Background: an optimization exercise with open tools, aiming at small area. Do not read the settings as production practice. RTL that was checked went through simulation tests only; none was proved equivalent to the original. The clock port is modelled as an ideal driver; clocking choices that lean on that would not hold on a real chip. Power is estimated from default activity; no workload was simulated.

main:
// dbg_top
module dbg_top (
    input  logic              clk,
    input  logic              clr_mcu_reset,
    input  logic              srx,
    output logic              stx,
    output logic              mcu_reset,
    output logic              cu_pause,
    input  logic              cu_pausable,
    input  logic              cu_paused,
    output logic [31:0]       mem_req_addr,
    output logic [31:0]       mem_req_din,
    output logic              mem_req_en,
    output logic              mem_req_we,
    input  logic [31:0]       mem_dout,
    input  logic [31:0]       pc_next
);
Size in the first run: about 420 flip-flops, ~140 I/O pins, roughly 19000 um2 of cells after synthesis.
clock: 10.0 ns
lec_check: 0
cap_margin: 20
core_margin: 2
core_utilization: 40
slew_margin: 20
standard.sh (not shown) runs the stock make flow with config.mk's settings and CLKGATE_MAP_FILE= SYNTH_SCRIPT=/design/flow/synth_recipe.tcl, a recipe that flattens the netlist after the stock synthesis.
==> flow/flow/run.sh <==
#!/bin/bash
set -euo pipefail
export BUFFER_PORTS_ARGS="-buffer_cell sky130_fd_sc_hd__buf_1"
export CTS_ARGS="-sink_clustering_enable -repair_clock_nets -dont_use_dummy_load -buf_list {sky130_fd_sc_hd__clkbuf_4 sky130_fd_sc_hd__clkbuf_8}"
bash standard.sh > flow.log 2>&1
Edits applied to the flow inputs when going from main to the feature branch:
==> flow/run.sh (new file) <==
#!/bin/bash
# synth_recipe.tcl (not shown) runs the flow's synth.tcl, then flattens the netlist and writes it again
# the make line also repeats each setting of config.mk as NAME=value (left out here)
make -C /OpenROAD-flow-scripts/flow DESIGN_CONFIG=/design/flow/config.mk WORK_HOME=/design/flow/orfs CLKGATE_MAP_FILE= SYNTH_SCRIPT=/design/flow/synth_recipe.tcl finish
removed: flow/flow/run.sh
removed: flow/standard.sh
The feature branch vs. main: post-route cell area up 6.6%, share of total power in the clock network up 5.6 points, maximum operating frequency down about 14%. The lower clock skew came out of the feature branch. In the feature branch, the count of antenna diodes in the layout came out 1 below the value in main. The feature branch: endpoint arrival time on the critical path is 1.12 ns higher than what main reported. Sum of met3 wire segment lengths after detailed routing: higher on main. Compared with main, the feature branch shows area growth from synthesis to final layout higher by 7.4 points. Met1 wire length: lower on main.

Setup of rev 12:
Another version of the RTL of dbg_top (not shown whole).
For scale: about 1,300 cells after synthesis, about 140 I/O pins, about 0.018 mm^2 of cells after synthesis.
Settings: LEC_CHECK=0, CAP_MARGIN=20, CORE_MARGIN=2, CORE_UTILIZATION=65, SLEW_MARGIN=20, SYNTH_HIERARCHICAL=1; clock period 10.0 ns.
==> flow/flow/run.sh <==
#!/bin/bash
set -euo pipefail
export BUFFER_PORTS_ARGS="-buffer_cell sky130_fd_sc_hd__buf_1"
bash standard.sh synth floorplan place > flow_place.log 2>&1

export PLATFORM_DIR=$FLOW_HOME/platforms/sky130hd
export RES=$PWD/orfs/results/sky130hd/dbg_top/base
base="-sink_clustering_enable -repair_clock_nets -dont_use_dummy_load"
cands=(
  "$base -buf_list sky130_fd_sc_hd__clkbuf_8"
  "$base -buf_list sky130_fd_sc_hd__clkbuf_2"
  "$base -buf_list sky130_fd_sc_hd__clkbuf_4"
  "$base -buf_list sky130_fd_sc_hd__clkbuf_8 -sink_clustering_size 30 -sink_clustering_max_diameter 50"
  "$base -buf_list sky130_fd_sc_hd__clkbuf_16 -sink_clustering_size 30 -sink_clustering_max_diameter 80"
  "$base -buf_list sky130_fd_sc_hd__clkbuf_16 -sink_clustering_size 40 -sink_clustering_max_diameter 100"
  "$base -buf_list sky130_fd_sc_hd__clkbuf_4 -sink_clustering_size 30 -sink_clustering_max_diameter 30"
  "$base -buf_list sky130_fd_sc_hd__clkbuf_8 -sink_clustering_size 30 -sink_clustering_max_diameter 45"
)
for i in "${!cands[@]}"; do
  CTS_TRY="${cands[$i]}" openroad -no_init -exit flow/cts_eval.tcl > cts_eval_$i.log 2>&1 &
  if (( (i + 1) % 4 == 0 )); then wait; fi
done
wait
best=0; best_area=1e9
for i in "${!cands[@]}"; do
  read -r area slew < <(grep '^CTS_EVAL' cts_eval_$i.log | awk '{print $2, $3}') || continue
  echo "candidate $i: area $area slew $slew: ${cands[$i]}" >> cts_choice.log
  if awk -v s="$slew" -v a="$area" -v b="$best_area" 'BEGIN{exit !(s < 0.112 && a < b)}'; then
    best=$i; best_area=$area
  fi
done
echo "chosen $best" >> cts_choice.log
export CTS_ARGS="${cands[$best]}"
bash standard.sh > flow_finish.log 2>&1
==> flow/flow/cts_eval.tcl <==
# Try one clock tree setting on the placed design and print its buffer area and
# the worst flip-flop clock-pin slew. Nothing is written back.
read_lef $::env(PLATFORM_DIR)/lef/sky130_fd_sc_hd.tlef
read_lef $::env(PLATFORM_DIR)/lef/sky130_fd_sc_hd_merged.lef
read_liberty $::env(PLATFORM_DIR)/lib/sky130_fd_sc_hd__tt_025C_1v80.lib
read_db $::env(RES)/3_place.odb
read_sdc $::env(RES)/3_place.sdc
source $::env(PLATFORM_DIR)/setRC.tcl
set a0 [rsz::design_area]
eval clock_tree_synthesis $::env(CTS_TRY)
set_propagated_clock [all_clocks]
estimate_parasitics -placement
set a1 [rsz::design_area]
set mx 0
foreach pin [get_pins -hierarchical */CLK] {
  foreach p {slew_max_rise slew_max_fall} {
    set s [get_property $pin $p]
    if {$s > $mx} {set mx $s}
  }
}
puts "CTS_EVAL [expr {($a1-$a0)*1e12}] $mx"
Rev 12 finished every stage and its layout cleared the timing, design-rule and antenna checks.
Edits applied to the flow inputs when going from rev 12 to rev 13:
- swapping 65 for 40 in CORE_UTILIZATION
Notes after the runs:
Compared with rev 12, in rev 13 combinational power held steady; row count grew by about 28%; detailed-routing iteration count for the pre-antenna-repair pass shrank by 2; setup slack shrank by 0.12 ns; post-route clock period utilization grew by 1.2 points.
In rev 13, aggregate global-route resource usage is lower than in rev 12.
Summary of the comparison: detailed-route wire length is higher in rev 13, relative to rev 12.
No functional check of the RTL was part of any run of this note.

port drivers added, routing unchanged:
The flow's constraints put no driver on any port. The routed layouts listed below were extracted and timed again, unchanged, in two steps. Step 1, drivers: a clkbuf_16 drives clk and a buf_2 each remaining input, both assumed. Step 2 times the ports against the registers' clock, not the clock port: input delays grow and output delays shrink by t, the midpoint of the rising clock arrivals with the driver on. Three values: ideal, step 1, step 2; two values: the first two.
| run | t, ns | setup WS [ns] | slew at the worst register clock pin (ns) |
|---|---|---|---|
| main | 0.643 | 3.300 / 3.276 / 3.276 | 0.06 / 0.06 |
| the feature branch | 0.629 | 2.182 / 2.161 / 2.161 | 0.06 / 0.06 |
| rev 12 | 0.559 | 3.312 / 3.270 / 3.270 | 0.11 / 0.11 |
| rev 13 | 1.048 | 3.188 / 3.157 / 3.157 | 0.11 / 0.11 |
After both steps setup and hold are still met in every run listed. The setup slack of rev 12, which loses most, moves by -0.042 ns with the drivers and by -0.042 ns with both steps.
